This design comes from an exercise in tuning for small area on the open sky130 flow, not from production work.
Where RTL was checked, it was by simulation tests only, not by an equivalence proof against the original.
Function not checked in run 1: the RTL went through the layout flow alone.
Power and IR drop assume default switching activity.

==> flow/design.v (outline; a module is shown in full before it is edited, if it fits) <==
// module fast_frame_ctrl: 50 lines
// module fast_window: 55 lines
// module fast_segment_test: 3163 lines
// module fast_border_mask: 28 lines
// module fast_detector: 65 lines
module fast_detector #(
    parameter int IMG_WIDTH  = 32,
    parameter int IMG_HEIGHT = 24,
    parameter int EDGE       = 4,
    parameter int THRESHOLD  = 20
) (
    input  logic   i_clk,
    input  logic   i_rst_n,
    input  logic   i_valid,
    input  logic   i_start,
    input  logic [7:0]  i_pixel,
    output logic   o_ready,
    output logic   o_start,
    output logic   o_end,
    output logic   o_point_valid,
    output logic [28:0] o_point
);
  // ...
==> flow/flow/run.sh <==
#!/bin/bash
# Own flow: the standard layout (standard.sh, all ORFS steps and settings
# unchanged) with changes to the synthesis's mapping only:
#  - Yosys's synth runs with -noabc, so the explicit full adder equations of
#    the RTL reach extract_fa as written (no pre-mapping abc -fast pass that
#    inverts them);
#  - extract_fa extracts full adders only, leaving half adders to abc;
set -euo pipefail
W=$PWD
F=$W/flow
sed -e 's/extract_fa {\*}\[dont_use_extract_fa_args\]/extract_fa -fa/' \
    -e "s#  log_cmd abc {\*}\$abc_args#  log_cmd abc {*}[lreplace \$abc_args 1 1 $F/abc_area_relaxed.script]#" \
    "$FLOW_HOME/scripts/synth.tcl" > "$W/own_synth_core.tcl"
grep -q 'extract_fa -fa' "$W/own_synth_core.tcl"
grep -q 'abc_area_relaxed.script' "$W/own_synth_core.tcl"
{
    echo 'proc synth {args} { yosys synth -nofsm -noshare -noabc {*}$args }'
    echo "source $W/own_synth_core.tcl"
    tail -n +3 "$W/synth_recipe.tcl"
} > "$W/own_synth.tcl"
sed "s#SYNTH_SCRIPT=[^ ]*#SYNTH_SCRIPT=$W/own_synth.tcl#" "$W/standard.sh" > "$W/own_standard.sh"
grep -q "SYNTH_SCRIPT=$W/own_synth.tcl" "$W/own_standard.sh"
export CTS_ARGS="-sink_clustering_enable -repair_clock_nets -sink_clustering_size 30 -sink_clustering_max_diameter 60 -buf_list sky130_fd_sc_hd__clkbuf_16 -dont_use_dummy_load"
export BUFFER_PORTS_ARGS="-buffer_cell sky130_fd_sc_hd__buf_1"
bash "$W/own_standard.sh" finish > "$W/own_flow_make.log" 2>&1
==> flow/flow/abc_area_relaxed.script <==
&get -n
&st
&dch
&nf
&st
&syn2
&if -g -K 6
&synch2
&nf
&st
&syn2
&if -g -K 6
&synch2
&nf
&st
&dch -f
&nf -a
&st
&dch -f
&nf -p -R 100
&put
topo
stime -c
==> flow/standard.sh <==
#!/bin/bash
# synth_recipe.tcl (not shown) runs the flow's synth.tcl, then flattens the netlist and writes it again
# the make line also repeats each setting of config.mk as NAME=value (left out here)
make -C /OpenROAD-flow-scripts/flow DESIGN_CONFIG=/design/flow/config.mk WORK_HOME=/design/flow/orfs CLKGATE_MAP_FILE= SYNTH_SCRIPT=/design/flow/synth_recipe.tcl "${@:-finish}"
==> flow/config.mk <==
export PLATFORM = sky130hd
export DESIGN_NAME = fast_detector
export DESIGN_NICKNAME = fast_detector
export VERILOG_FILES = /design/flow/design.v
export SDC_FILE = /design/flow/constraint.sdc
export NUM_CORES = 4
export LEC_CHECK = 0
export CAP_MARGIN = 20
export CORE_MARGIN = 2
export CORE_UTILIZATION = 80
export PLACE_DENSITY = 0.88
export SLEW_MARGIN = 20
==> flow/constraint.sdc <==
create_clock -name core_clock -period 20.0 [get_ports {i_clk}]
set_input_delay 4.0000 -clock core_clock [delete_from_list [all_inputs] [get_ports {i_clk}]]
set_output_delay 4.0000 -clock core_clock [all_outputs]
set_load 0.01 [all_outputs]
==> flow_summary_export.csv, run 1 <==
group,metric,value,unit
synth,synth-simple-area-share,6.14,%
clock_network,cts.repair.resized,0,
clock_network,clk_path_buf_depth,3,
place,gp_congestion,1.17,
grt,antenna_found_initial,29,
synth,synth_adder_area_share,11.5,%
synth,synth_area_leaders,"edfxtp_1 (79%), fa_1 (11%), nor2_1 (1.6%)",
floorplanning,start_util,80.6,%
clock_network,cts_root_buffer,"clkbuf_16",
grt,overflow,21,
synth,synth_mux_area_share,0.0756,%
synth,synth.most_common_cell,"edfxtp_1",
synth,synth_area,56300,sq um
clock_network,cts_buffers,68,
synth,synth_top_area_share,78.6,%
synth,synthCells,2784,
status,firstError,"[ERROR GRT-0232] Routing congestion too high. Check the congestion heatmap in the GUI.",
floorplanning,die_w,269,um
place,placed_area,57800,sq um
synth,synth_xor_area_share,0.747,%
place,dp_slack,5.29,ns
synth,synth_seq_area_share,79.3,%
clock_network,cts_hold_buf,0,
status,lastStage,"global routing",
synth,synth.top_cells.by_count,"edfxtp_1 (1472), fa_1 (322), nor2_1 (242), and3_1 (96), nand2_1 (95)",
grt,grtUsageMet2,66.6,%
grt,grt_util_met3,42.2,%
status,status,"aborted with a tool error",
clock_network,cts_setup_buffers,0,
synth,yosys_warnings,4,
synth,synth_top_family_by_area,"adder cells",
synth,synthDistinctLibCells,53,
clock_network,htreeDepth,3,
synth,ys_async_sr_fraction,0.134,%
floorplanning,io-pin-count,45,
floorplanning,die-height,269,um
synth,synth_compound_gate_area_share,1.75,%
clock_network,cts_sinks,1492,
synth,synth_ff_type,"edfxtp_1",
place,dp.cells,3779,
synth,synth_edf_count,1472,
floorplanning,num_rows,97,
==> run 2, diff against run 1 <==
--- a/flow/design.v
+++ b/flow/design.v
@@ -1684,22 +1684,24 @@
     logic s1536;
     logic c1537;
     logic s1538;
     logic c1539;
     logic s1540;
     logic c1541;
     logic ov1542;
     function automatic logic has_arc(input logic [15:0] m);
-        logic [15:0] a2, a4, a8, a9;
-        for (int s = 0; s < 16; s++) a2[s] = m[s] & m[(s + 1) % 16];
-        for (int s = 0; s < 16; s++) a4[s] = a2[s] & a2[(s + 2) % 16];
-        for (int s = 0; s < 16; s++) a8[s] = a4[s] & a4[(s + 4) % 16];
-        for (int s = 0; s < 16; s++) a9[s] = a8[s] & m[(s + 8) % 16];
-        has_arc = |a9;
+        logic [31:0] dbl;
+        logic        hit;
+        dbl = {m, m};
+        hit = 1'b0;
+        for (int s = 0; s < 16; s++) begin
+            hit = hit | (&dbl[s +: fast_pkg::ARC_LEN]);
+        end
+        has_arc = hit;
     endfunction
     assign nc = ~i_circle.center;
     assign s1 = i_circle.ring[0][0] ^ kb[0];
     assign c2 = i_circle.ring[0][0] & kb[0];
     assign s3 = i_circle.ring[0][1] ^ kb[1] ^ c2;
     assign c4 = (i_circle.ring[0][1] & kb[1]) | (i_circle.ring[0][1] & c2) | (kb[1] & c2);
     assign s5 = i_circle.ring[0][2] ^ kb[2] ^ c4;
     assign c6 = (i_circle.ring[0][2] & kb[2]) | (i_circle.ring[0][2] & c4) | (kb[2] & c4);
==> flow/config.mk (replaced) <==
export PLATFORM = sky130hd
export DESIGN_NAME = fast_detector
export DESIGN_NICKNAME = fast_detector
export VERILOG_FILES = /design/flow/design.v
export SDC_FILE = /design/flow/constraint.sdc
export NUM_CORES = 4
export LEC_CHECK = 0
export CAP_MARGIN = 20
export CORE_MARGIN = 2
export CORE_UTILIZATION = 65
export CTS_BUF_LIST = sky130_fd_sc_hd__clkbuf_16
export CTS_CLUSTER_DIAMETER = 80
export CTS_CLUSTER_SIZE = 25
export PLACE_DENSITY = 0.75
export SLEW_MARGIN = 20
==> run 2 against run 1 <==
Net effect: now clean on timing, DRC and antenna; synthesized cell count shrank 1.2%; synthesized area shrank 0.22%.
==> flow_summary_export.csv, run 2 <==
group,metric,value,unit
grt,overflow,0,
worst_setup_path,start_kind,"register",
timing,fmax,73.8,MHz
worst_setup_path,critPathMaxStageDelay,0.74,ns
synth,synth_ff_type,"edfxtp_1",
layout,seq_area,44600,sq um
route,drt-wirelength-per-cell,31.2,um
synth,synth_seq_area_share,79.5,%
synth,synth.most_common_cell,"edfxtp_1",
layout,top_register,"i_fast_window.chain_a",
grt,grt_usage,29.2,%
worst_setup_path,cp-end-kind,"register",
layout,drive_gt1_share,4.44,%
clock_network,cts_root_buffer,"clkbuf_16",
power_and_ir_drop,peakVddDrop,0.252,mV
worst_setup_path,critical_path.max_fanout,36,
layout,nets,3239,
route,antenna_left,0,
worst_hold_path,min_path_type,"register to register",
synth,yosys_warnings,4,
place,port_buffers,34,
synth,synth_area_leaders,"edfxtp_1 (79%), fa_1 (11%), nor2_1 (1.5%)",
worst_setup_path,crit_slowest_cell,"o31ai_1",
flow_run,drv_cap,0,
worst_setup_path,worstSetupPathType,"register to register",
route,firstDrtPassIters,6,
synth,ys_async_sr_fraction,0.134,%
synth,avgSynthCellArea,20.4,sq um
synth,synth_top_area_share,78.8,%
worst_hold_path,worstHoldStart,"i_fast_window.chain_a[241]",
worst_setup_path,cp-startpoint,"i_fast_window.chain_a[720]",
floorplanning,die_w,298,um
route,via_per_inst,6.24,
power_and_ir_drop,power_density,134,nW/um^2
timing,finalSetupViolCount,0,
timing,hold_slack,0.340,ns
clock_network,htreeDepth,3,
timing,maxSlewViolCount,0,
place,dp.cells,3964,
place,gp_congestion,1.01,
timing,skew,0.123,ns
layout,areaGrowthSynthToFinish,7.16,%
power_and_ir_drop,p_leak,0.0177,uW
floorplanning,num_rows,107,
status,status,"timing/DRC/antenna clean",
route,drc,0,
layout,largest_registers,"i_fast_window.chain_a x1224, i_fast_window.chain_b x208, i_fast_window.head x40",
timing,fin_crit_sh,67.8,%
clock_network,cts_sinks,1492,
timing,worst_pin_slew,1.14,ns
synth,ys_seq_elements,1492,
route,dr.first_iter.drc_count,3658,
worst_setup_path,cpMostUsedCell,"fa_1",
timing,relSlewSlack,23.8,%
clock_network,cts_setup_buffers,0,
worst_setup_path,cp_data_required_time,20.52,ns
clock_network,cts_hold_buf,0,
grt,grt_max_degree,208,
layout,multi_input_area,11400,sq um
synth,synthCells,2750,
synth,synth_edf_count,1472,
floorplanning,start_util,65.7,%
clock_network,cts_tree,"done",
route,drt-total-wl,127,mm
floorplanning,die_area,88700,sq um
grt,antenna_found_initial,8,
synth,synthDistinctLibCells,48,
synth,synth_top_cell_by_area,"edfxtp_1",
route,vias,25300,
synth,synth.top_cells.by_count,"edfxtp_1 (1472), fa_1 (322), nor2_1 (220), and3_1 (104), a21oi_1 (70)",
timing,finalHoldViolations,0,
layout,layout_common_cells,"edfxtp_1 (1472), fa_1 (322), nor2_1 (220), and3_1 (104), clkbuf_16 (82)",
clock_network,cts.repair.resized,0,
floorplanning,core_area,85400,sq um
layout,fin_cells,4051,
place,post-dp-hpwl,86.8,mm
worst_setup_path,worstRegToRegCells,37,
timing,finalCriticalPeriod,13.55,ns
timing,rsz0062_at_grt,"false",
synth,synth_area,56100,sq um
grt,grt_pass1_wl,181,mm
layout,final_common_cell,"edfxtp_1",
worst_setup_path,cp.arrival,14.08,ns
floorplanning,io-pin-count,45,
worst_setup_path,regToRegStartpoint,"i_fast_window.chain_a[720]",
layout,fillers,4916,
grt,grt_pass1_vias,25600,
worst_hold_path,min_path_cells,0,
clock_network,cts_buffers,82,
floorplanning,die-height,298,um
clock_network,clk_path_buf_depth,3,
layout,largest_register_ffs,1224,
clock_network,clock_latency,0.68,ns
clock_network,clk_pin_slew_worst_paths,0.11,ns
[run 2: cell count changes after synthesis, moves of 10 or more]
| cell | delta |
|---|---|
| nand2_1 | -28 |
| nand3_1 | +10 |
| nand2b_1 | +13 |
| or2_0 | -14 |
| nor2_1 | -22 |
| a21o_1 | +17 |
| nand4_1 | -10 |
[run 2: critical path: cells and delay by family, from the launching register on]
family                     cells  cell delay [ns]
adders and majority gates     16             7.38
and+or+nand+nor                7             1.47
DFF                            1             0.36
AOI/OAI and AO/OA             10             3.08
buffers and inverters          4             1.11
[run 2: stage by stage]
step | cell area [sq um] | setup WS (ns) | power [uW] | setup TNS (ns) | utilization, %
3_3_place_gp | 58100 | 6.75 | 6380 | 0 | 68.0
3_5_place_dp | 58100 | 6.46 | 6480 | 0 | 68.0
2_1_floorplan | 56200 | -8.58 | 5880 | -1785.03 | -
4_1_cts | 60100 | 6.40 | 8080 | 0 | 70.4
5_1_grt | 60100 | 5.78 | 8450 | 0 | 70.4
6_report | 60100 | 6.45 | 8080 | 0 | 70.4
[run 2: metal layers]
layer | vias up | wire length [um] | GRT usage, % | share of wire (%)
met4 | 2 | 4970 | 9.99 | 3.9
met5 | - | 13 | 0 | 0.010
li1 | 10600 | - | - | -
met3 | 269 | 9160 | 4.46 | 7.2
met1 | 13000 | 51300 | 42.5 | 41
met2 | 1427 | 61100 | 46.4 | 48
[run 2: kinds of logic after synthesis]
logic type / after synthesis / synth area share (%)
fa+ha+maj: 322 / 11.5
flops: 1492 / 79.5
compound gates: 181 / 1.98
xor+xnor: 47 / 0.733
simple gates: 644 / 5.82
other cells: 1 / 0.00668
buf+inv: 62 / 0.481
mux: 1 / 0.0178
[run 2: cell type report]
class                           instances  share of cell area (%)
Antenna cell                            4                  0.0166
Clock buffer                           82                    3.41
Inverter                               52                   0.325
Multi-Input combinational cell       1205                    18.9
Sequential cell                      1492                    74.2
Tap cell                             1144                    2.38
Timing Repair Buffer                   72                   0.763
[run 2: path summary, 6_finish.rpt]
path	slack, ns	endpoint
max	6.45	i_fast_border_mask.score_q[4]
max in group asynchronous	16.71	i_fast_frame_ctrl.active
min	0.34	i_fast_window.chain_a[249]
max reg2reg	6.45	i_fast_border_mask.score_q[4]
min reg2reg	0.34	i_fast_window.chain_a[249]
min in group asynchronous	3.08	i_fast_frame_ctrl.vq
[run 2: power by group]
part | switching [uW] | internal, uW | leakage (uW)
Clock | 881 | 730 | 0.00101
Combinational | 1580 | 852 | 0.00548
Sequential | 121 | 3910 | 0.0112
Total | 2590 | 5490 | 0.0177
==> run 3, diff against run 2 <==
--- a/flow/flow/run.sh
+++ b/flow/flow/run.sh
@@ -20,6 +20,6 @@
 } > "$W/own_synth.tcl"
 sed "s#SYNTH_SCRIPT=[^ ]*#SYNTH_SCRIPT=$W/own_synth.tcl#" "$W/standard.sh" > "$W/own_standard.sh"
 grep -q "SYNTH_SCRIPT=$W/own_synth.tcl" "$W/own_standard.sh"
-export CTS_ARGS="-sink_clustering_enable -repair_clock_nets -sink_clustering_size 30 -sink_clustering_max_diameter 60 -buf_list sky130_fd_sc_hd__clkbuf_16 -dont_use_dummy_load"
+export CTS_ARGS="-sink_clustering_enable -repair_clock_nets -sink_clustering_size 25 -sink_clustering_max_diameter 80 -buf_list sky130_fd_sc_hd__clkbuf_16 -dont_use_dummy_load"
 export BUFFER_PORTS_ARGS="-buffer_cell sky130_fd_sc_hd__buf_1"
 bash "$W/own_standard.sh" finish > "$W/own_flow_make.log" 2>&1
==> run 3 against run 2 <==
Net effect: still clean on timing, DRC and antenna; fmax increased by 0.71%; die area is the same; worst hold slack better by 0.020 ns; final cell count fell by 0.30%; register-to-register slack improved by 0.096 ns; first-iteration DRC count decreased by 4.5%; total power shrank 1.1%; synthesized area unchanged; clock skew decreased by 0.034 ns; sequential share of layout area up 0.32 points; utilization fell by 0.30 points.
==> flow_summary_export.csv, run 3 <==
group,metric,value,unit
status,status,"timing/DRC/antenna clean",
clock_network,cts_sinks,1492,
floorplanning,io-pin-count,45,
clock_network,htreeDepth,3,
floorplanning,start_util,65.7,%
layout,seq_area,44600,sq um
synth,synth_top_cell_by_area,"edfxtp_1",
layout,post-route-util,70.1,%
layout,multi_input_area,11400,sq um
clock_network,clk_pin_slew_worst_paths,0.10,ns
clock_network,cts_buffers,73,
power_and_ir_drop,power_switching,2570,uW
place,gp_congestion,1.01,
place,port_buffers,34,
clock_network,cts_setup_buffers,0,
layout,largest_register_ffs,1224,
power_and_ir_drop,p_leak,0.0176,uW
layout,final_common_cell,"edfxtp_1",
clock_network,cts_hold_buf,0,
worst_setup_path,start_kind,"register",
clock_network,cts_root_buffer,"clkbuf_16",
layout,fin_cells,4039,
worst_hold_path,min_path_type,"register to register",
clock_network,clk_path_buf_depth,3,
worst_setup_path,cp.arrival,14.02,ns
grt,overflow,0,
route,drc,0,
route,vias,25200,
timing,maxSlewViolCount,0,
route,dr.first_iter.drc_count,3493,
flow_run,drv_cap,0,
grt,grt_usage,29.3,%
floorplanning,die-height,298,um
synth,synth_area_leaders,"edfxtp_1 (79%), fa_1 (11%), nor2_1 (1.5%)",
power_and_ir_drop,p_seq_share,50.5,%
timing,finalSetupViolCount,0,
worst_setup_path,cpMostUsedCell,"fa_1",
route,drt-wirelength-per-cell,31.3,um
place,dp.cells,3964,
layout,nets,3229,
power_and_ir_drop,sw_frac_of_total,32.2,%
clock_network,cts.repair.resized,0,
worst_setup_path,crit_slowest_cell,"fa_1",
floorplanning,core_area,85400,sq um
clock_network,clock_latency,0.67,ns
worst_setup_path,critPathMaxStageDelay,0.67,ns
grt,grt_max_degree,208,
worst_setup_path,cp-end-kind,"register",
synth,synth_seq_area_share,79.5,%
clock_network,cts_tree,"done",
grt,grt_pass1_wl,182,mm
layout,areaGrowthSynthToFinish,6.70,%
grt,grt_pass1_vias,25600,
synth,synth_top_area_share,78.8,%
worst_setup_path,worstSetupPathType,"register to register",
timing,skew,0.0896,ns
power_and_ir_drop,p_clk_share,19.1,%
timing,finalHoldViolations,0,
floorplanning,die_area,88700,sq um
layout,layout_common_cells,"edfxtp_1 (1472), fa_1 (322), nor2_1 (220), and3_1 (104), clkbuf_16 (73)",
synth,synth.most_common_cell,"edfxtp_1",
timing,fmax,74.3,MHz
power_and_ir_drop,peakVddDrop,0.248,mV
route,firstDrtPassIters,7,
floorplanning,num_rows,107,
synth,synth.top_cells.by_count,"edfxtp_1 (1472), fa_1 (322), nor2_1 (220), and3_1 (104), a21oi_1 (70)",
route,antenna_left,0,
power_and_ir_drop,power_density,133,nW/um^2
synth,synth_area,56100,sq um
synth,synth_ff_type,"edfxtp_1",
timing,finalCriticalPeriod,13.46,ns
timing,relSlewSlack,24.2,%
synth,avgSynthCellArea,20.4,sq um
grt,antenna_found_initial,6,
synth,ys_seq_elements,1492,
synth,ys_async_sr_fraction,0.134,%
power_and_ir_drop,intPower,5410,uW
timing,setup_tns,0,ns
timing,rsz0062_at_grt,"false",
worst_setup_path,cp_data_required_time,20.56,ns
timing,worst_pin_slew,1.13,ns
layout,fillers,4965,
floorplanning,die_w,298,um
timing,fin_crit_sh,67.3,%
layout,drive_gt1_share,4.11,%
synth,yosys_warnings,4,
route,via_per_inst,6.24,
worst_setup_path,critical_path.max_fanout,36,
synth,synth_edf_count,1472,
place,post-dp-hpwl,86.8,mm
route,drt-total-wl,126,mm
layout,largest_registers,"i_fast_window.chain_a x1224, i_fast_window.chain_b x208, i_fast_window.head x40",
synth,synthDistinctLibCells,48,
power_and_ir_drop,pwr-share-comb,30.5,%
layout,top_register,"i_fast_window.chain_a",
synth,synthCells,2750,
run 3: cell families after synthesis:
kind of cell | count (synthesis) | share of synthesized area (%)
other cells | 1 | 0.00668
mux | 1 | 0.0178
flops | 1492 | 79.5
simple gates | 644 | 5.82
fa+ha+maj | 322 | 11.5
xor+xnor | 47 | 0.733
buf+inv | 62 | 0.481
compound gates | 181 | 1.98
run 3: cell type report:
cell class              instances  area share, %
clock buffers                  73           3.05
diodes                          2        0.00836
well taps                    1144           2.39
flip-flops and latches       1492           74.5
multi-input cells            1205           19.0
inverters                      52          0.326
repair buffers                 71          0.721
run 3: path summary, 6_finish.rpt:
kind | startpoint | to | slack, ns | cells after the start
setup reg to reg | i_fast_window.chain_a[720] | i_fast_border_mask.score_q[4] | 6.54 | 36
min in group asynchronous | i_rst_n | i_fast_frame_ctrl.vq | 3.10 | 1
setup / recovery | i_fast_window.chain_a[720] | i_fast_border_mask.score_q[4] | 6.54 | 36
max in group asynchronous | i_rst_n | i_fast_frame_ctrl.active | 16.72 | 1
hold / removal | i_fast_window.chain_a[480] | i_fast_window.chain_a[488] | 0.36 | 0
hold reg to reg | i_fast_window.chain_a[480] | i_fast_window.chain_a[488] | 0.36 | 0
run 3: worst max-delay path, delay by kind of cell, from the launching register on:
kind	cells	cell delay [ns]
adders and majority gates	16	7.65
DFF	1	0.36
AOI/OAI and AO/OA	10	2.91
and+or+nand+nor	7	1.61
buffers and inverters	3	0.80
run 3: per-layer routing:
| metal | track usage, % | up-vias | share of wire [%] |
|---|---|---|---|
| met5 | 0 | - | 0.013 |
| met4 | 10.1 | 2 | 4.0 |
| met1 | 41.9 | 13000 | 41 |
| met2 | 46.7 | 1307 | 48 |
| met3 | 5.09 | 283 | 7.1 |
| li1 | - | 10600 | - |
run 3: power by group through the flow:
stage | registers (uW) | logic [uW] | clock network [uW]
6_report | 4030 | 2430 | 1520
5_1_grt | 4050 | 2660 | 1650
4_1_cts | 4040 | 2400 | 1560
3_5_place_dp | 4090 | 2390 | 0
3_3_place_gp | 4060 | 2320 | 0
2_1_floorplan | 4320 | 1560 | 0
run 3: stage by stage:
step / hold slack [ns] / power [uW] / setup WS (ns) / instance area, sq um
5_1_grt: 0.372 / 8360 / 5.86 / 59900
3_3_place_gp: 0.400 / 6380 / 6.75 / 58100
4_1_cts: 0.359 / 7990 / 6.40 / 59900
3_5_place_dp: 0.405 / 6480 / 6.46 / 58100
6_report: 0.360 / 7990 / 6.54 / 59900
2_1_floorplan: 0.400 / 5880 / -8.58 / 56200
==> module fast_frame_ctrl, before the edit <==
module fast_frame_ctrl #(
    parameter int IMG_WIDTH  = 32,
    parameter int IMG_HEIGHT = 24
) (
    input  logic       i_clk,
    input  logic       i_rst_n,
    input  logic       i_valid,
    input  logic       i_start,
    output logic       o_ready,
    output logic       o_start,
    output logic       o_end,
    output logic       o_point_valid,
    output logic [9:0] o_cnt,
    output logic       o_chain_en,
    output logic       o_chain_b_en
);
    localparam int FILL = 3 * IMG_WIDTH + 6;
    localparam int LAST = IMG_WIDTH * IMG_HEIGHT - 1;
    logic active;
    logic vq;
    logic start_acc;
    assign start_acc     = i_valid && i_start && o_ready;
    assign o_ready       = !active && !o_end;
    assign o_point_valid = vq && !(o_cnt[9] && o_cnt[8]);
    assign o_start       = vq && (o_cnt == 10'd0);
    assign o_end         = vq && (o_cnt == 10'(LAST));
    assign o_chain_en    = i_valid && !(o_cnt[4:0] == 5'd29 || o_cnt[4:0] == 5'd30);
    assign o_chain_b_en  = o_chain_en && !(o_cnt[4:0] == 5'd0 || o_cnt[4:0] == 5'd1 ||
                                           o_cnt[4:0] == 5'd2);
    always_ff @(posedge i_clk or negedge i_rst_n) begin
        if (!i_rst_n) begin
            active <= 1'b0;
            vq     <= 1'b0;
        end else begin
            vq <= i_valid && (active || start_acc);
            if (start_acc) begin
                active <= 1'b1;
            end else if (i_valid && o_cnt == 10'(LAST - 1)) begin
                active <= 1'b0;
            end
        end
    end
    always_ff @(posedge i_clk) begin
        if (start_acc) begin
            o_cnt <= 10'(-FILL);
        end else if (i_valid && active) begin
            o_cnt <= o_cnt + 1'b1;
        end
    end
endmodule
==> module fast_window, before the edit <==
module fast_window #(
    parameter int IMG_WIDTH = 32
) (
    input  logic         i_clk,
    input  logic         i_valid,
    input  logic         i_chain_en,
    input  logic         i_chain_b_en,
    input  fast_pkg::pixel_t       i_pixel,
    output fast_pkg::fast_circle_t o_circle
);
    localparam int HEAD = 5;
    localparam int RW   = IMG_WIDTH - 2;
    localparam int ALEN = 5 * RW + 3;
    localparam int BLEN = RW - 4;
    logic [HEAD*8-1:0] head;
    logic [ALEN*8-1:0] chain_a;
    logic [BLEN*8-1:0] chain_b;
    always_ff @(posedge i_clk) begin
        if (i_valid) begin
            head <= {head[(HEAD-1)*8-1:0], i_pixel};
        end
    end
    always_ff @(posedge i_clk) begin
        if (i_chain_en) begin
            chain_a <= {chain_a[(ALEN-1)*8-1:0], head[HEAD*8-1 -: 8]};
        end
    end
    always_ff @(posedge i_clk) begin
        if (i_chain_b_en) begin
            chain_b <= {chain_b[(BLEN-1)*8-1:0], chain_a[ALEN*8-1 -: 8]};
        end
    end
    function automatic int pos(input int dx, input int dy);
        pos = 3 * RW - (dy * RW + dx);
    endfunction
    always_comb begin
        o_circle.center   = chain_a[pos( 0,  0)*8 +: 8];
        o_circle.ring[0]  = chain_b[(BLEN-2)*8 +: 8];
        o_circle.ring[1]  = chain_b[(BLEN-3)*8 +: 8];
        o_circle.ring[2]  = chain_a[pos( 2, -2)*8 +: 8];
        o_circle.ring[3]  = chain_a[pos( 3, -1)*8 +: 8];
        o_circle.ring[4]  = chain_a[pos( 3,  0)*8 +: 8];
        o_circle.ring[5]  = chain_a[pos( 3,  1)*8 +: 8];
        o_circle.ring[6]  = chain_a[pos( 2,  2)*8 +: 8];
        o_circle.ring[7]  = head[HEAD*8-1 -: 8];
        o_circle.ring[8]  = chain_a[pos( 0,  3)*8 +: 8];
        o_circle.ring[9]  = chain_a[pos(-1,  3)*8 +: 8];
        o_circle.ring[10] = chain_a[pos(-2,  2)*8 +: 8];
        o_circle.ring[11] = chain_a[pos(-3,  1)*8 +: 8];
        o_circle.ring[12] = chain_a[pos(-3,  0)*8 +: 8];
        o_circle.ring[13] = chain_a[pos(-3, -1)*8 +: 8];
        o_circle.ring[14] = chain_a[pos(-2, -2)*8 +: 8];
        o_circle.ring[15] = chain_b[(BLEN-1)*8 +: 8];
    end
endmodule
==> module fast_detector, before the edit <==
module fast_detector #(
    parameter int IMG_WIDTH  = 32,
    parameter int IMG_HEIGHT = 24,
    parameter int EDGE       = 4,
    parameter int THRESHOLD  = 20
) (
    input  logic   i_clk,
    input  logic   i_rst_n,
    input  logic   i_valid,
    input  logic   i_start,
    input  logic [7:0]  i_pixel,
    output logic   o_ready,
    output logic   o_start,
    output logic   o_end,
    output logic   o_point_valid,
    output logic [28:0] o_point
);
    fast_pkg::fast_circle_t circle;
    fast_pkg::corner_t      corner;
    logic [9:0]             cnt;
    logic                   chain_en;
    logic                   chain_b_en;
    fast_frame_ctrl #(
        .IMG_WIDTH  (IMG_WIDTH),
        .IMG_HEIGHT (IMG_HEIGHT)
    ) i_fast_frame_ctrl (
        .i_clk         (i_clk),
        .i_rst_n       (i_rst_n),
        .i_valid       (i_valid),
        .i_start       (i_start),
        .o_ready       (o_ready),
        .o_start       (o_start),
        .o_end         (o_end),
        .o_point_valid (o_point_valid),
        .o_cnt         (cnt),
        .o_chain_en    (chain_en),
        .o_chain_b_en  (chain_b_en)
    );
    fast_window #(
        .IMG_WIDTH (IMG_WIDTH)
    ) i_fast_window (
        .i_clk      (i_clk),
        .i_valid    (i_valid),
        .i_chain_en (chain_en),
        .i_chain_b_en (chain_b_en),
        .i_pixel    (i_pixel),
        .o_circle   (circle)
    );
    fast_segment_test #(
        .THRESHOLD (THRESHOLD)
    ) i_fast_segment_test (
        .i_circle (circle),
        .o_corner (corner)
    );
    fast_border_mask #(
        .IMG_WIDTH  (IMG_WIDTH),
        .IMG_HEIGHT (IMG_HEIGHT),
        .EDGE       (EDGE)
    ) i_fast_border_mask (
        .i_clk    (i_clk),
        .i_cnt    (cnt),
        .i_corner (corner),
        .o_point  (o_point)
    );
endmodule
==> run 4, diff against run 3 <==
--- a/flow/design.v
+++ b/flow/design.v
@@ -35,6 +35,7 @@
     output logic       o_point_valid,
     output logic [9:0] o_cnt,
     output logic       o_chain_en,
+    output logic       o_chain_a2_en,
     output logic       o_chain_b_en
 );
     localparam int FILL = 3 * IMG_WIDTH + 6;
@@ -48,8 +49,8 @@
     assign o_start       = vq && (o_cnt == 10'd0);
     assign o_end         = vq && (o_cnt == 10'(LAST));
     assign o_chain_en    = i_valid && !(o_cnt[4:0] == 5'd29 || o_cnt[4:0] == 5'd30);
-    assign o_chain_b_en  = o_chain_en && !(o_cnt[4:0] == 5'd0 || o_cnt[4:0] == 5'd1 ||
-                                           o_cnt[4:0] == 5'd2);
+    assign o_chain_a2_en = o_chain_en && !(o_cnt[4:0] == 5'd26);
+    assign o_chain_b_en  = o_chain_a2_en && !(o_cnt[4:0] == 5'd1 || o_cnt[4:0] == 5'd2);
     always_ff @(posedge i_clk or negedge i_rst_n) begin
         if (!i_rst_n) begin
             active <= 1'b0;
@@ -80,17 +81,20 @@
     input  logic         i_clk,
     input  logic         i_valid,
     input  logic         i_chain_en,
+    input  logic         i_chain_a2_en,
     input  logic         i_chain_b_en,
     input  fast_pkg::pixel_t       i_pixel,
     output fast_pkg::fast_circle_t o_circle
 );
     localparam int HEAD = 5;
     localparam int RW   = IMG_WIDTH - 2;
-    localparam int ALEN = 5 * RW + 3;
-    localparam int BLEN = RW - 4;
-    logic [HEAD*8-1:0] head;
-    logic [ALEN*8-1:0] chain_a;
-    logic [BLEN*8-1:0] chain_b;
+    localparam int A1LEN = 4 * RW - 2;
+    localparam int A2LEN = RW + 4;
+    localparam int BLEN  = RW - 4;
+    logic [HEAD*8-1:0]  head;
+    logic [A1LEN*8-1:0] chain_a1;
+    logic [A2LEN*8-1:0] chain_a2;
+    logic [BLEN*8-1:0]  chain_b;
     always_ff @(posedge i_clk) begin
         if (i_valid) begin
             head <= {head[(HEAD-1)*8-1:0], i_pixel};
@@ -98,34 +102,39 @@
     end
     always_ff @(posedge i_clk) begin
         if (i_chain_en) begin
-            chain_a <= {chain_a[(ALEN-1)*8-1:0], head[HEAD*8-1 -: 8]};
+            chain_a1 <= {chain_a1[(A1LEN-1)*8-1:0], head[HEAD*8-1 -: 8]};
+        end
+    end
+    always_ff @(posedge i_clk) begin
+        if (i_chain_a2_en) begin
+            chain_a2 <= {chain_a2[(A2LEN-1)*8-1:0], chain_a1[A1LEN*8-1 -: 8]};
         end
     end
     always_ff @(posedge i_clk) begin
         if (i_chain_b_en) begin
-            chain_b <= {chain_b[(BLEN-1)*8-1:0], chain_a[ALEN*8-1 -: 8]};
+            chain_b <= {chain_b[(BLEN-1)*8-1:0], chain_a2[A2LEN*8-1 -: 8]};
         end
     end
     function automatic int pos(input int dx, input int dy);
         pos = 3 * RW - (dy * RW + dx);
     endfunction
     always_comb begin
-        o_circle.center   = chain_a[pos( 0,  0)*8 +: 8];
+        o_circle.center   = chain_a1[pos( 0,  0)*8 +: 8];
         o_circle.ring[0]  = chain_b[(BLEN-2)*8 +: 8];
         o_circle.ring[1]  = chain_b[(BLEN-3)*8 +: 8];
-        o_circle.ring[2]  = chain_a[pos( 2, -2)*8 +: 8];
-        o_circle.ring[3]  = chain_a[pos( 3, -1)*8 +: 8];
-        o_circle.ring[4]  = chain_a[pos( 3,  0)*8 +: 8];
-        o_circle.ring[5]  = chain_a[pos( 3,  1)*8 +: 8];
-        o_circle.ring[6]  = chain_a[pos( 2,  2)*8 +: 8];
+        o_circle.ring[2]  = chain_a2[(A2LEN-5)*8 +: 8];
+        o_circle.ring[3]  = chain_a1[pos( 3, -1)*8 +: 8];
+        o_circle.ring[4]  = chain_a1[pos( 3,  0)*8 +: 8];
+        o_circle.ring[5]  = chain_a1[pos( 3,  1)*8 +: 8];
+        o_circle.ring[6]  = chain_a1[pos( 2,  2)*8 +: 8];
         o_circle.ring[7]  = head[HEAD*8-1 -: 8];
-        o_circle.ring[8]  = chain_a[pos( 0,  3)*8 +: 8];
-        o_circle.ring[9]  = chain_a[pos(-1,  3)*8 +: 8];
-        o_circle.ring[10] = chain_a[pos(-2,  2)*8 +: 8];
-        o_circle.ring[11] = chain_a[pos(-3,  1)*8 +: 8];
-        o_circle.ring[12] = chain_a[pos(-3,  0)*8 +: 8];
-        o_circle.ring[13] = chain_a[pos(-3, -1)*8 +: 8];
-        o_circle.ring[14] = chain_a[pos(-2, -2)*8 +: 8];
+        o_circle.ring[8]  = chain_a1[pos( 0,  3)*8 +: 8];
+        o_circle.ring[9]  = chain_a1[pos(-1,  3)*8 +: 8];
+        o_circle.ring[10] = chain_a1[pos(-2,  2)*8 +: 8];
+        o_circle.ring[11] = chain_a1[pos(-3,  1)*8 +: 8];
+        o_circle.ring[12] = chain_a1[pos(-3,  0)*8 +: 8];
+        o_circle.ring[13] = chain_a2[5*8 +: 8];
+        o_circle.ring[14] = chain_a2[(A2LEN-1)*8 +: 8];
         o_circle.ring[15] = chain_b[(BLEN-1)*8 +: 8];
     end
 endmodule
@@ -3352,6 +3361,7 @@
     fast_pkg::corner_t      corner;
     logic [9:0]             cnt;
     logic                   chain_en;
+    logic                   chain_a2_en;
     logic                   chain_b_en;
     fast_frame_ctrl #(
         .IMG_WIDTH  (IMG_WIDTH),
@@ -3367,6 +3377,7 @@
         .o_point_valid (o_point_valid),
         .o_cnt         (cnt),
         .o_chain_en    (chain_en),
+        .o_chain_a2_en (chain_a2_en),
         .o_chain_b_en  (chain_b_en)
     );
     fast_window #(
@@ -3375,6 +3386,7 @@
         .i_clk      (i_clk),
         .i_valid    (i_valid),
         .i_chain_en (chain_en),
+        .i_chain_a2_en (chain_a2_en),
         .i_chain_b_en (chain_b_en),
         .i_pixel    (i_pixel),
         .o_circle   (circle)
==> flow/config.mk (replaced) <==
export PLATFORM = sky130hd
export DESIGN_NAME = fast_detector
export DESIGN_NICKNAME = fast_detector
export VERILOG_FILES = /design/flow/design.v
export SDC_FILE = /design/flow/constraint.sdc
export NUM_CORES = 4
export LEC_CHECK = 0
export CAP_MARGIN = 0
export CORE_MARGIN = 2
export CORE_UTILIZATION = 65
export PLACE_DENSITY = 0.75
export SLEW_MARGIN = 0
==> run 4 against run 3 <==
Net effect: still clean; total power down 6.9%; combinational power decreased by about 20%; design area shrank 0.36%; count of clock-buffer cells in the layout fell by 1; die area decreased by 0.21%; utilization down 0.14 points.
==> flow_summary_export.csv, run 4 <==
group,metric,value,unit
layout,drive_gt1_share,3.86,%
synth,synth_top_area_share,78.5,%
clock_network,clock_latency,0.65,ns
synth,synth_area_leaders,"edfxtp_1 (78%), fa_1 (12%), nor2_1 (1.6%)",
timing,worst_slack,6.64,ns
floorplanning,die-height,298,um
layout,top_register,"i_fast_window.chain_a1",
grt,grt_pass1_wl,187,mm
power_and_ir_drop,power_switching,2240,uW
worst_setup_path,start_kind,"register",
grt,overflow,0,
worst_setup_path,critPathMaxStageDelay,0.88,ns
power_and_ir_drop,intPower,5200,uW
worst_setup_path,critical_path.max_fanout,36,
timing,relSlewSlack,17.6,%
synth,synth.most_common_cell,"edfxtp_1",
synth,ys_seq_elements,1484,
synth,synth_ff_type,"edfxtp_1",
timing,maxSlewViolCount,0,
clock_network,clk_path_buf_depth,3,
clock_network,cts_root_buffer,"clkbuf_16",
timing,finalCriticalPeriod,13.36,ns
clock_network,cts_hold_buf,0,
place,gp_congestion,0.925,
worst_setup_path,reg2reg_to,"i_fast_border_mask.score_q[5]",
floorplanning,die_w,298,um
timing,fmax,74.9,MHz
route,drt-wirelength-per-cell,32.4,um
clock_network,cts.repair.resized,0,
worst_setup_path,cp_data_required_time,20.57,ns
worst_hold_path,worstHoldStart,"i_fast_window.chain_a1[235]",
place,dp_slack,6.87,ns
route,vias,25500,
layout,fillers,4884,
layout,layout_common_cells,"edfxtp_1 (1464), fa_1 (322), nor2_1 (235), and3_1 (106), nand2_1 (92)",
worst_setup_path,cpMostUsedCell,"fa_1",
layout,largest_registers,"i_fast_window.chain_a1 x944, i_fast_window.chain_a2 x272, i_fast_window.chain_b x208",
synth,synth_top_cell_by_area,"edfxtp_1",
grt,grt_max_degree,210,
synth,ys_async_sr_fraction,0.135,%
timing,worst_pin_slew,1.24,ns
worst_setup_path,worstSetupPathType,"register to register",
timing,rsz0062_at_grt,"false",
timing,setup_tns,0,ns
route,drt-total-wl,131,mm
floorplanning,core_area,85300,sq um
flow_run,drv_cap,0,
worst_setup_path,regToRegStartpoint,"i_fast_window.chain_a1[720]",
route,drc,0,
timing,fin_crit_sh,66.8,%
worst_setup_path,rrSetupSlack,6.64,ns
worst_hold_path,min_to,"i_fast_window.chain_a1[243]",
status,status,"timing/DRC/antenna clean",
clock_network,cts_sinks,1484,
clock_network,cts_setup_buffers,0,
layout,seq_area,44400,sq um
power_and_ir_drop,sw_frac_of_total,30.1,%
worst_setup_path,cp-end-kind,"register",
layout,final_common_cell,"edfxtp_1",
floorplanning,num_rows,107,
synth,synth_seq_area_share,79.2,%
synth,avgSynthCellArea,20.2,sq um
power_and_ir_drop,p_leak,0.0176,uW
clock_network,clk_pin_slew_worst_paths,0.10,ns
synth,synth.top_cells.by_count,"edfxtp_1 (1464), fa_1 (322), nor2_1 (235), and3_1 (106), nand2_1 (92)",
layout,largest_register_ffs,944,
route,firstDrtPassIters,8,
floorplanning,start_util,65.7,%
power_and_ir_drop,peakVddDrop,0.319,mV
power_and_ir_drop,pwr-share-comb,26.2,%
floorplanning,die_area,88500,sq um
synth,synthCells,2771,
worst_hold_path,min_path_cells,0,
route,via_per_inst,6.31,
route,dr.first_iter.drc_count,3635,
power_and_ir_drop,p_clk_share,20.6,%
synth,synthDistinctLibCells,50,
synth,yosys_warnings,4,
layout,nets,3239,
layout,areaGrowthSynthToFinish,6.55,%
route,antenna_left,0,
grt,grt_pass1_vias,26200,
clock_network,cts_tree,"done",
worst_hold_path,min_path_type,"register to register",
worst_setup_path,crit_slowest_cell,"o31ai_1",
place,port_buffers,34,
floorplanning,io-pin-count,45,
timing,finalHoldViolations,0,
synth,synth_area,56000,sq um
timing,skew,0.109,ns
synth,synth_edf_count,1464,
place,post-dp-hpwl,87.9,mm
timing,finalSetupViolCount,0,
clock_network,cts_buffers,72,
grt,antenna_found_initial,8,
power_and_ir_drop,p_seq_share,53.2,%
grt,grt_usage,30.4,%
power_and_ir_drop,power_density,125,nW/um^2
worst_setup_path,cp.arrival,13.93,ns
clock_network,htreeDepth,3,
layout,multi_input_area,11500,sq um
worst_setup_path,worstRegToRegCells,36,
## run 4: cell types whose count changed after synthesis, sizes merged, moves of 5 or more
cell and delta:
nor2b -7, nor2 +15, nor3 -17, nand2 +25
a31oi -5, or2 +7, edfxtp -8, a21o -12
o21ai +9, nand3 -10, o31ai +6
## run 4: layout make-up
cell class / instances / area share, %
Clock buffer: 72 / 3.02
Tap cell: 1144 / 2.40
Inverter: 55 / 0.346
Multi-Input combinational cell: 1231 / 19.2
Sequential cell: 1484 / 74.4
Timing Repair Buffer: 61 / 0.660
Antenna cell: 1 / 0.00419
## run 4: cells by family after synthesis
logic type | share of synthesized area [%]
other | 0.00670
and+or+nand+nor | 6.04
AOI/OAI and AO/OA | 1.89
DFF | 79.2
xor gates and xnor gates | 0.751
adders and majority gates | 11.5
muxes | 0.0760
buffers and inverters | 0.503
## run 4: per-stage QoR
step / area (sq um) / utilization (%) / instances / total power (uW) / hold WS [ns]
floorplan: 56000 / - / 2780 / 5620 / 0.400
global placement: 57900 / 67.9 / 3975 / 5880 / 0.400
detailed placement: 57900 / 67.9 / 3975 / 5960 / 0.405
CTS: 59700 / 70.0 / 4047 / 7470 / 0.349
global route: 59700 / 70.0 / 4047 / 7810 / 0.360
finish: 59700 / 70.0 / 4048 / 7440 / 0.358
## run 4: routing by layer
layer  vias up  share of wire [%]  GRT usage [%]
met4         8                5.8           13.9
met3       370                7.5           5.54
li1      10600                  -              -
met5         -              0.042              0
met2      1533                 50           50.6
met1     13100                 37           39.6
## run 4: worst max-delay path by stage
stage,depth (start not counted),to,startpoint
6_report,36,i_fast_border_mask.score_q[5],i_fast_window.chain_a1[720]
5_1_grt,36,i_fast_border_mask.score_q[5],i_fast_window.chain_a1[720]
4_1_cts,36,i_fast_border_mask.score_q[5],i_fast_window.chain_a1[720]
3_5_place_dp,36,i_fast_border_mask.score_q[5],i_fast_window.chain_a1[720]
3_3_place_gp,36,i_fast_border_mask.score_q[5],i_fast_window.chain_a1[720]
2_1_floorplan,1,i_fast_window.chain_a1[0],i_valid
## run 4: power groups by stage
stage                     logic, uW  registers [uW]  clock network (uW)
after floorplan                1370            4250                   0
after global placement         1890            3990                   0
after detailed placement       1950            4010                   0
after CTS                      1950            3960                1570
after global routing           2180            3970                1650
final                          1950            3960                1530
## run 4: critical path, delay by kind of cell, from the launching register on
family / cells / cell delay [ns]
multiplexers: 1 / 0.48
AO/OA/AOI/OAI: 9 / 2.67
AND/OR/NAND/NOR: 7 / 1.38
adder cells (fa/ha/maj): 16 / 7.52
flip-flops: 1 / 0.39
buffers and inverters: 3 / 0.80
==> run 5, diff against run 4 <==
--- a/flow/config.mk
+++ b/flow/config.mk
@@ -5,8 +5,11 @@
 export SDC_FILE = /design/flow/constraint.sdc
 export NUM_CORES = 4
 export LEC_CHECK = 0
-export CAP_MARGIN = 0
+export CAP_MARGIN = 20
 export CORE_MARGIN = 2
 export CORE_UTILIZATION = 65
+export CTS_BUF_LIST = sky130_fd_sc_hd__clkbuf_16
+export CTS_CLUSTER_DIAMETER = 80
+export CTS_CLUSTER_SIZE = 25
 export PLACE_DENSITY = 0.75
-export SLEW_MARGIN = 0
+export SLEW_MARGIN = 20
==> run 5 against run 4 <==
Net effect: largest cell class unchanged; first-iteration DRC count is 2.1% higher; utilization hardly changed; worst hold slack better by 0.0014 ns; via count is 0.48% higher; flip-flop and latch count stayed put; largest power group unchanged; synthesized cell count stayed put; setup slack better by 0.34 ns; critical path depth is 2 higher.
==> flow_summary_export.csv, run 5 <==
group,metric,value,unit
worst_hold_path,min_path_type,"register to register",
worst_setup_path,cpLargestDelayFamily,"adder cells",
layout,fin_cells,4047,
layout,largest_registers,"i_fast_window.chain_a1 x944, i_fast_window.chain_a2 x272, i_fast_window.chain_b x208",
power_and_ir_drop,peakVddDrop,0.319,mV
worst_setup_path,reg2reg_to,"i_fast_border_mask.score_q[5]",
route,drt-total-wl,131,mm
timing,fmax,76.8,MHz
grt,grt_pass1_vias,26200,
worst_setup_path,regToRegStartpoint,"i_fast_window.chain_a1[720]",
synth,synth.most_common_cell,"edfxtp_1",
layout,n_antenna_cell,0,
synth,synthDistinctLibCells,50,
worst_setup_path,cp.arrival,13.60,ns
layout,final_common_cell,"edfxtp_1",
layout,largest_register_ffs,944,
synth,synth_seq_area_share,79.2,%
clock_network,cts_root_buffer,"clkbuf_16",
floorplanning,io-pin-count,45,
place,post-dp-hpwl,87.9,mm
worst_setup_path,path_buf_inv,3,
route,drt-wirelength-per-cell,32.4,um
place,dp.cells,3975,
clock_network,cts_hold_buf,0,
power_and_ir_drop,fin_total_pwr,7440,uW
synth,ys_seq_elements,1484,
synth,synth_ff_type,"edfxtp_1",
synth,synth-simple-area-share,6.04,%
worst_setup_path,cpMostUsedCell,"fa_1",
place,port_buffers,34,
route,drc,0,
clock_network,htreeDepth,3,
timing,maxSlewViolCount,0,
worst_setup_path,worstRegToRegCells,38,
synth,synth_top_area_share,78.5,%
route,antenna_left,0,
layout,areaGrowthSynthToFinish,6.62,%
grt,grt_pass1_wl,187,mm
synth,synth_top_family_by_area,"adder cells",
floorplanning,die_area,88500,sq um
timing,fin_crit_sh,65.1,%
synth,synth_mux_area_share,0.0760,%
clock_network,cts_setup_buffers,0,
worst_setup_path,cp_data_required_time,20.58,ns
synth,synthCells,2771,
floorplanning,die-height,298,um
worst_setup_path,crit_slowest_cell,"fa_1",
status,status,"timing/DRC/antenna clean",
timing,relSlewSlack,25.1,%
floorplanning,start_util,65.7,%
synth,synth_adder_area_share,11.5,%
route,dr.first_iter.drc_count,3712,
grt,grt_usage,30.4,%
worst_setup_path,start_kind,"register",
timing,skew,0.103,ns
clock_network,cts.repair.resized,0,
layout,nets,3239,
power_and_ir_drop,power_density,125,nW/um^2
layout,layout_common_cells,"edfxtp_1 (1464), fa_1 (322), nor2_1 (235), and3_1 (106), nand2_1 (92)",
route,vias,25700,
place,gp_congestion,0.925,
worst_setup_path,rrSetupSlack,6.98,ns
power_and_ir_drop,p_leak,0.0176,uW
synth,synth_xor_area_share,0.751,%
worst_setup_path,cp-startpoint,"i_fast_window.chain_a1[720]",
clock_network,clk_pin_slew_worst_paths,0.10,ns
synth,avgSynthCellArea,20.2,sq um
timing,worst_pin_slew,1.12,ns
synth,synth_edf_count,1464,
worst_setup_path,critPathMaxStageDelay,0.65,ns
timing,rsz0062_at_grt,"false",
layout,post-route-util,70.0,%
floorplanning,num_rows,107,
floorplanning,core_area,85300,sq um
synth,synth.top_cells.by_count,"edfxtp_1 (1464), fa_1 (322), nor2_1 (235), and3_1 (106), nand2_1 (92)",
clock_network,clock_latency,0.65,ns
layout,drive_gt1_share,3.93,%
grt,antenna_found_initial,8,
floorplanning,die_w,298,um
synth,yosys_warnings,4,
worst_setup_path,cp-end-kind,"register",
synth,synth_area,56000,sq um
worst_setup_path,worstSetupPathType,"register to register",
timing,finalHoldViolations,0,
grt,grt_max_degree,210,
worst_setup_path,critical_path.max_fanout,36,
route,via_per_inst,6.34,
synth,ys_async_sr_fraction,0.135,%
timing,finalSetupViolCount,0,
clock_network,cts_buffers,72,
clock_network,clk_path_buf_depth,3,
grt,overflow,0,
synth,synth_compound_gate_area_share,1.89,%
timing,finalCriticalPeriod,13.02,ns
worst_setup_path,cp.depth,38,
layout,top_register,"i_fast_window.chain_a1",
route,firstDrtPassIters,6,
worst_setup_path,crit_end,"i_fast_border_mask.score_q[5]",
flow_run,drv_cap,0,
synth,synth_area_leaders,"edfxtp_1 (78%), fa_1 (12%), nor2_1 (1.6%)",
clock_network,cts_tree,"done",
timing,setup_tns,0,ns
clock_network,cts_sinks,1484,
synth,synth_top_cell_by_area,"edfxtp_1",
[run 5: cell counts after synthesis]
Identical to the previous run, type by type.
[run 5: layout make-up]
type / instances / area, sq um
Sequential cell: 1484 / 44400
Tap cell: 1144 / 1430
Clock buffer: 72 / 1800
Timing Repair Buffer: 61 / 417
Inverter: 55 / 206
Fill cell: 4880 / 25600
Multi-Input combinational cell: 1231 / 11500
[run 5: cells by family after synthesis]
family,count (synthesis)
multiplexers,4
AND/OR/NAND/NOR,670
AO/OA/AOI/OAI,177
buffers and inverters,65
XOR/XNOR,48
flip-flops,1484
adder cells (fa/ha/maj),322
other,1
[run 5: report_power, final]
| part | total [uW] | switching (uW) | internal, uW |
|---|---|---|---|
| logic | 1950 | 1230 | 715 |
| clock network | 1540 | 890 | 646 |
| registers | 3950 | 118 | 3840 |
| total | 7440 | 2240 | 5200 |
[run 5: routing by layer]
| layer | up-vias | global-route usage [%] | wire length [um] |
|---|---|---|---|
| met5 | - | 0 | 55 |
| met2 | 1598 | 50.6 | 65400 |
| met4 | 8 | 13.9 | 7830 |
| li1 | 10600 | - | - |
| met1 | 13100 | 39.6 | 47600 |
| met3 | 379 | 5.54 | 10400 |
[run 5: worst min-delay path by stage]
stage	cells after the start	to	from	slack, ns
finish	0	i_fast_window.chain_a1[243]	i_fast_window.chain_a1[235]	0.36
floorplan	0	i_fast_window.chain_a1[100]	i_fast_window.chain_a1[92]	0.40
global route	0	i_fast_window.chain_a1[243]	i_fast_window.chain_a1[235]	0.36
detailed placement	0	i_fast_window.chain_a1[259]	i_fast_window.chain_a1[251]	0.40
CTS	0	i_fast_window.chain_a1[243]	i_fast_window.chain_a1[235]	0.35
global placement	0	i_fast_window.head[16]	i_fast_window.head[8]	0.40
[run 5: per-stage QoR]
stage / worst slack [ns] / hold slack [ns] / instance area, sq um
2_1_floorplan: 3.71 / 0.400 / 56000
3_3_place_gp: 7.11 / 0.400 / 57900
3_5_place_dp: 6.87 / 0.405 / 57900
4_1_cts: 6.73 / 0.349 / 59700
5_1_grt: 6.19 / 0.360 / 59700
6_report: 6.98 / 0.359 / 59700
==> run 6, diff against run 5 <==
--- a/flow/flow/run.sh
+++ b/flow/flow/run.sh
@@ -20,6 +20,6 @@
 } > "$W/own_synth.tcl"
 sed "s#SYNTH_SCRIPT=[^ ]*#SYNTH_SCRIPT=$W/own_synth.tcl#" "$W/standard.sh" > "$W/own_standard.sh"
 grep -q "SYNTH_SCRIPT=$W/own_synth.tcl" "$W/own_standard.sh"
-export CTS_ARGS="-sink_clustering_enable -repair_clock_nets -sink_clustering_size 25 -sink_clustering_max_diameter 80 -buf_list sky130_fd_sc_hd__clkbuf_16 -dont_use_dummy_load"
+export CTS_ARGS="-sink_clustering_enable -repair_clock_nets -sink_clustering_size 28 -sink_clustering_max_diameter 90 -buf_list sky130_fd_sc_hd__clkbuf_16 -dont_use_dummy_load"
 export BUFFER_PORTS_ARGS="-buffer_cell sky130_fd_sc_hd__buf_1"
 bash "$W/own_standard.sh" finish > "$W/own_flow_make.log" 2>&1
==> run 6 against run 5 <==
Net effect: count of clock-buffer cells in the layout down 11; global-route usage down 0.65 points; still clean on timing, DRC and antenna; sequential power is essentially flat; clock skew up 0.047 ns; design area down 0.48%; final cell count decreased by 0.27%; non-clock buffer count stayed put; utilization shrank 0.34 points; flip-flop and latch count stayed put; combinational power is essentially flat; register-to-register slack lost 0.23 ns.
==> flow_summary_export.csv, run 6 <==
group,metric,value,unit
worst_setup_path,cp.arrival,13.77,ns
clock_network,cts_setup_buffers,0,
layout,largest_registers,"i_fast_window.chain_a1 x944, i_fast_window.chain_a2 x272, i_fast_window.chain_b x208",
synth,synth_top_area_share,78.5,%
clock_network,cts_tree,"done",
synth,synth_area,56000,sq um
route,drc,0,
synth,synthDistinctLibCells,50,
place,gp_congestion,0.925,
worst_setup_path,crit_end,"i_fast_border_mask.score_q[5]",
synth,synth.most_common_cell,"edfxtp_1",
timing,worst_pin_slew,1.20,ns
worst_setup_path,start_kind,"register",
timing,finalSetupViolCount,0,
place,port_buffers,34,
clock_network,clock_latency,0.68,ns
synth,ys_seq_elements,1484,
synth,synth.top_cells.by_count,"edfxtp_1 (1464), fa_1 (322), nor2_1 (235), and3_1 (106), nand2_1 (92)",
clock_network,cts.repair.resized,0,
timing,finalCriticalPeriod,13.25,ns
worst_setup_path,regToRegStartpoint,"i_fast_window.chain_a1[720]",
worst_setup_path,critical_path.max_fanout,36,
layout,areaGrowthSynthToFinish,6.11,%
clock_network,clk_pin_slew_worst_paths,0.11,ns
timing,setup_tns,0,ns
status,status,"timing/DRC/antenna clean",
layout,final_common_cell,"edfxtp_1",
route,antenna_left,0,
timing,rsz0062_at_grt,"false",
worst_setup_path,worstRegToRegCells,38,
grt,grt_max_degree,210,
grt,grt_pass1_wl,184,mm
timing,skew,0.150,ns
grt,grt_pass1_vias,26000,
clock_network,cts_buffers,61,
worst_setup_path,critPathMaxStageDelay,0.70,ns
synth,synth_seq_area_share,79.2,%
floorplanning,die_area,88500,sq um
layout,drive_gt1_share,3.56,%
floorplanning,core_area,85300,sq um
layout,layout_common_cells,"edfxtp_1 (1464), fa_1 (322), nor2_1 (235), and3_1 (106), nand2_1 (92)",
timing,finalHoldViolations,0,
worst_setup_path,cp_data_required_time,20.52,ns
clock_network,clk_path_buf_depth,3,
grt,antenna_found_initial,6,
floorplanning,io-pin-count,45,
synth,yosys_warnings,4,
layout,top_register,"i_fast_window.chain_a1",
timing,relSlewSlack,19.9,%
route,dr.first_iter.drc_count,3991,
layout,fillers,4909,
route,via_per_inst,6.29,
layout,post-route-util,69.7,%
timing,fin_crit_sh,66.2,%
floorplanning,start_util,65.7,%
synth,avgSynthCellArea,20.2,sq um
timing,maxSlewViolCount,0,
layout,final_cell_area,59400,sq um
layout,largest_register_ffs,944,
worst_hold_path,min_path_type,"register to register",
flow_run,drv_cap,0,
floorplanning,die_w,298,um
floorplanning,die-height,298,um
synth,synth_top_cell_by_area,"edfxtp_1",
worst_setup_path,cp-startpoint,"i_fast_window.chain_a1[720]",
worst_setup_path,worstSetupPathType,"register to register",
place,dp.cells,3975,
synth,ys_async_sr_fraction,0.135,%
timing,fmax,75.5,MHz
worst_setup_path,reg2reg_to,"i_fast_border_mask.score_q[5]",
synth,synth_area_leaders,"edfxtp_1 (78%), fa_1 (12%), nor2_1 (1.6%)",
worst_setup_path,rrSetupSlack,6.75,ns
power_and_ir_drop,power_density,123,nW/um^2
route,drt-wirelength-per-cell,32.0,um
grt,overflow,0,
worst_setup_path,crit_slowest_cell,"fa_1",
place,placed_area,57900,sq um
route,vias,25400,
route,drt-total-wl,129,mm
place,post-dp-hpwl,87.9,mm
clock_network,cts_sinks,1484,
synth,synth_ff_type,"edfxtp_1",
clock_network,htreeDepth,2,
layout,n_antenna_cell,0,
layout,nets,3228,
synth,synthCells,2771,
power_and_ir_drop,p_leak,0.0175,uW
route,firstDrtPassIters,8,
worst_setup_path,cpMostUsedCell,"fa_1",
grt,grt_usage,29.7,%
layout,fin_cells,4036,
clock_network,cts_hold_buf,0,
clock_network,cts_root_buffer,"clkbuf_16",
power_and_ir_drop,peakVddDrop,0.318,mV
worst_setup_path,cp-end-kind,"register",
floorplanning,num_rows,107,
synth,synth_edf_count,1464,
-- run 6: cell types whose count changed in the layout (fill, tap and decap cells not counted), sizes merged --
cell | before | now
clkbuf | 73 | 62
-- run 6: kinds of logic (layout without fill, tap and decap cells) --
family | Yosys count | count (layout) | synth area share [%]
flip-flops | 1484 | 1484 | 79.2
AO/OA/AOI/OAI | 177 | 177 | 1.89
multiplexers | 4 | 4 | 0.0760
other | 1 | 10 | 0.00670
AND/OR/NAND/NOR | 670 | 670 | 6.04
adder cells (fa/ha/maj) | 322 | 322 | 11.5
buffers and inverters | 65 | 177 | 0.503
XOR/XNOR | 48 | 48 | 0.751
-- run 6: area by class of cell --
| cell class | instances | area [sq um] | area share (%) |
|---|---|---|---|
| Multi-Input combinational cell | 1231 | 11500 | 19.3 |
| Timing Repair Buffer | 61 | 413 | 0.695 |
| Clock buffer | 61 | 1530 | 2.57 |
| Sequential cell | 1484 | 44400 | 74.7 |
| Tap cell | 1144 | 1430 | 2.41 |
| Inverter | 55 | 206 | 0.347 |
-- run 6: critical path: cells and delay by family (launching register included) --
kind / cells / cell delay (ns)
AOI/OAI and AO/OA: 10 / 2.08
buffers and inverters: 3 / 0.82
and+or+nand+nor: 8 / 1.72
adders and majority gates: 16 / 7.60
muxes: 1 / 0.42
DFF: 1 / 0.40
-- run 6: report_power, final --
group	total (uW)	leakage [uW]	switching (uW)	internal, uW
registers	3950	0.0112	116	3840
logic	1950	0.00556	1230	715
clock network	1390	0.000752	849	545
-- run 6: layer usage --
metal  routed length, um  vias up  global-route usage (%)
met4                6210        0                    11.1
met3               10000      335                    4.65
met1               48000    13000                    39.8
li1                    -    10500                       -
met5                   0        -                       0
met2               64900     1539                    50.2
-- run 6: through the flow --
stage               hold WS, ns  setup slack [ns]  power, uW
floorplan                 0.400              3.71       5620
global placement          0.400              7.11       5880
detailed placement        0.405              6.87       5960
CTS                       0.356              6.63       7330
global route              0.376              6.09       7660
finish                    0.361              6.75       7300
-- run 6: how the worst min path moves through the flow --
| stage | startpoint | endpoint | slack (ns) | cells past startpoint |
|---|---|---|---|---|
| floorplan | i_fast_window.chain_a1[92] | i_fast_window.chain_a1[100] | 0.40 | 0 |
| detailed placement | i_fast_window.chain_a1[251] | i_fast_window.chain_a1[259] | 0.40 | 0 |
| finish | i_fast_window.chain_b[130] | i_fast_window.chain_b[138] | 0.36 | 0 |
| CTS | i_fast_window.chain_b[130] | i_fast_window.chain_b[138] | 0.36 | 0 |
| global route | i_fast_window.chain_a1[900] | i_fast_window.chain_a1[908] | 0.38 | 0 |
| global placement | i_fast_window.head[8] | i_fast_window.head[16] | 0.40 | 0 |
==> run 7, diff against run 6 <==
--- a/flow/config.mk
+++ b/flow/config.mk
@@ -8,8 +8,7 @@
 export CAP_MARGIN = 20
 export CORE_MARGIN = 2
 export CORE_UTILIZATION = 65
-export CTS_BUF_LIST = sky130_fd_sc_hd__clkbuf_16
-export CTS_CLUSTER_DIAMETER = 80
-export CTS_CLUSTER_SIZE = 25
+export GPL_ROUTABILITY_DRIVEN = 0
+export GPL_TIMING_DRIVEN = 0
 export PLACE_DENSITY = 0.75
 export SLEW_MARGIN = 20
==> run 7 against run 6 <==
Net effect: sequential share of layout area is 1.2 points lower; sequential power fell by 1%; total power rose by 0.73%; utilization up 1.1 points; worst hold slack better by 0.024 ns; die area did not move; synthesized cell count did not move; flip-flop and latch count unchanged; design area grew 1.6%.
==> flow_summary_export.csv, run 7 <==
group,metric,value,unit
clock_network,clock_latency,0.68,ns
synth,synth.top_cells.by_count,"edfxtp_1 (1464), fa_1 (322), nor2_1 (235), and3_1 (106), nand2_1 (92)",
floorplanning,start_util,65.7,%
grt,busiest_layer,"met2",
place,dp_slack,5.59,ns
grt,grt_usage,22.7,%
worst_setup_path,path_buf_inv,3,
worst_setup_path,worstSetupPathType,"register to register",
route,drt-wirelength-per-cell,24.3,um
synth,synth_adder_area_share,11.5,%
layout,n_antenna_cell,0,
route,drt-total-wl,99.1,mm
worst_hold_path,min_path_type,"register to register",
status,status,"timing/DRC/antenna clean",
synth,yosys_warnings,4,
flow_run,drv_cap,0,
layout,largest_registers,"i_fast_window.chain_a1 x944, i_fast_window.chain_a2 x272, i_fast_window.chain_b x208",
timing,relSlewSlack,24.9,%
power_and_ir_drop,power_density,122,nW/um^2
synth,synth_top_family_by_area,"adder cells",
synth,synth-simple-area-share,6.04,%
grt,grtUsageMet2,35.2,%
clock_network,htreeDepth,2,
layout,layout_common_cells,"edfxtp_1 (1464), fa_1 (322), nor2_1 (235), and3_1 (106), nand2_1 (92)",
clock_network,clk_path_buf_depth,3,
route,vias,24500,
grt,grt_max_degree,63,
floorplanning,core_area,85300,sq um
timing,fmax,69.7,MHz
layout,areaGrowthSynthToFinish,7.84,%
timing,worst_pin_slew,1.12,ns
place,port_buffers,34,
worst_setup_path,cp-end-kind,"register",
timing,maxSlewViolCount,0,
place,placed_area,58900,sq um
clock_network,cts_sinks,1484,
timing,finalCriticalPeriod,14.34,ns
floorplanning,num_rows,107,
route,firstDrtPassIters,9,
worst_setup_path,crit_slowest_cell,"o21ai_0",
route,dr.first_iter.drc_count,2975,
floorplanning,die_area,88500,sq um
grt,overflow,0,
clock_network,clk_pin_slew_worst_paths,0.10,ns
worst_setup_path,cp.arrival,14.82,ns
floorplanning,die_w,298,um
clock_network,cts_setup_buffers,0,
grt,grt_pass1_wl,150,mm
worst_setup_path,rrSetupSlack,5.66,ns
worst_setup_path,cp_data_required_time,20.48,ns
synth,synth_xor_area_share,0.751,%
grt,grt_util_met3,4.21,%
route,antenna_left,0,
synth,synth_edf_count,1464,
synth,avgSynthCellArea,20.2,sq um
worst_setup_path,cpLargestDelayFamily,"adder cells",
route,drc,0,
route,via_per_inst,6.01,
timing,finalHoldViolations,0,
layout,final_common_cell,"edfxtp_1",
synth,ys_async_sr_fraction,0.135,%
timing,rsz0062_at_grt,"false",
floorplanning,die-height,298,um
synth,synthDistinctLibCells,50,
worst_setup_path,critPathMaxStageDelay,0.87,ns
timing,finalSetupViolCount,0,
floorplanning,io-pin-count,45,
grt,met1_usage,32.3,%
timing,worst_slack,5.66,ns
worst_setup_path,start_kind,"register",
worst_setup_path,critical_path.max_fanout,19,
clock_network,cts_hold_buf,0,
synth,synth_area_leaders,"edfxtp_1 (78%), fa_1 (12%), nor2_1 (1.6%)",
layout,post-route-util,70.8,%
clock_network,cts.repair.resized,0,
synth,synth_compound_gate_area_share,1.89,%
layout,nets,3265,
synth,synth_mux_area_share,0.0760,%
layout,top_register,"i_fast_window.chain_a1",
timing,hold_slack,0.385,ns
grt,grt_pass1_vias,24900,
synth,synth_seq_area_share,79.2,%
layout,largest_register_ffs,944,
layout,drive_gt1_share,4.95,%
synth,synth_ff_type,"edfxtp_1",
power_and_ir_drop,peakVddDrop,0.154,mV
clock_network,cts_buffers,60,
worst_setup_path,cpMostUsedCell,"fa_1",
synth,synth_top_cell_by_area,"edfxtp_1",
synth,synthCells,2771,
layout,final_cell_area,60400,sq um
place,post-dp-hpwl,65.8,mm
synth,ys_seq_elements,1484,
timing,skew,0.0540,ns
synth,synth_area,56000,sq um
grt,antenna_found_initial,1,
power_and_ir_drop,p_leak,0.0179,uW
power_and_ir_drop,fin_total_pwr,7350,uW
synth,synth.most_common_cell,"edfxtp_1",
clock_network,cts_tree,"done",
timing,fin_crit_sh,71.7,%
synth,synth_top_area_share,78.5,%
clock_network,cts_root_buffer,"clkbuf_16",
-- run 7: cell count changes in the layout (fill, tap and decap cells not counted), sizes merged --
| cell | previous run | this run |
|---|---|---|
| buf | 60 | 99 |
| clkbuf | 62 | 60 |
-- run 7: layer usage --
| metal | part of all wire, % | vias to the layer above |
|---|---|---|
| li1 | - | 10600 |
| met1 | 41 | 12500 |
| met2 | 47 | 1086 |
| met3 | 7.4 | 283 |
| met4 | 5.1 | 0 |
| met5 | 0 | - |
-- run 7: worst paths after layout --
check	from	endpoint	cells past startpoint
max in group asynchronous	i_rst_n	i_fast_frame_ctrl.active	1
min in group asynchronous	i_rst_n	i_fast_frame_ctrl.vq	1
hold / removal	i_fast_window.chain_a2[181]	i_fast_window.chain_a2[189]	0
setup reg to reg	i_fast_window.chain_a1[720]	i_fast_border_mask.score_q[1]	37
setup / recovery	i_fast_window.chain_a1[720]	i_fast_border_mask.score_q[1]	37
hold reg to reg	i_fast_window.chain_a2[181]	i_fast_window.chain_a2[189]	0
-- run 7: area by class of cell --
class,instances,area [sq um]
Fill cell,4927,24900
Multi-Input combinational cell,1231,11500
Inverter,55,206
Sequential cell,1484,44400
Clock buffer,60,1500
Timing Repair Buffer,89,1280
Tap cell,1144,1430
Buffer,10,75.1
-- run 7: through the flow --
| stage | cells | TNS, ns |
|---|---|---|
| global route | 4073 | 0 |
| global placement | 3958 | -1839.15 |
| CTS | 4073 | 0 |
| floorplan | 2780 | 0 |
| detailed placement | 4013 | 0 |
| finish | 4073 | 0 |
-- run 7: kinds of logic after synthesis --
logic type | after synthesis
adder cells (fa/ha/maj) | 322
AO/OA/AOI/OAI | 177
buffers and inverters | 65
AND/OR/NAND/NOR | 670
XOR/XNOR | 48
flip-flops | 1484
other | 1
multiplexers | 4
-- run 7: report_power, final --
part | internal (uW) | total [uW] | switching (uW)
Sequential | 3820 | 3910 | 92.2
Clock | 536 | 1340 | 805
Combinational | 822 | 2100 | 1280
Total | 5180 | 7350 | 2170

-- re-timing with driven ports --
In the flow no input, the clock included, has a driving cell. The finished layouts below were timed again as built, in two steps. Step 1, drivers: a clkbuf_16 drives i_clk and a buf_2 each remaining input, both assumed. Step 2 also shifts input and output timing later by t, the mid clock arrival at the registers, as if the neighbouring blocks saw the same clock. Slacks: no drivers / after step 1 / after step 2; pairs: no drivers / after step 1.
run	t (ns)	setup WS [ns]	worst hold slack (ns)	clock arrival spread, ns	cell pins on the clock port's net
run 2	0.694	6.449 / 6.449 / 6.449	0.340 / 0.340 / 0.340	0.134 / 0.134	1
run 3	0.691	6.544 / 6.544 / 6.544	0.360 / 0.360 / 0.360	0.091 / 0.090	1
run 4	0.692	6.643 / 6.643 / 6.643	0.358 / 0.358 / 0.358	0.156 / 0.156	1
run 5	0.697	6.984 / 6.984 / 6.984	0.359 / 0.359 / 0.359	0.154 / 0.154	1
run 6	0.694	6.751 / 6.751 / 6.751	0.361 / 0.361 / 0.361	0.186 / 0.187	1
run 7	0.709	5.655 / 5.655 / 5.655	0.385 / 0.385 / 0.385	0.094 / 0.094	1
After both steps setup and hold are still met in every run listed.
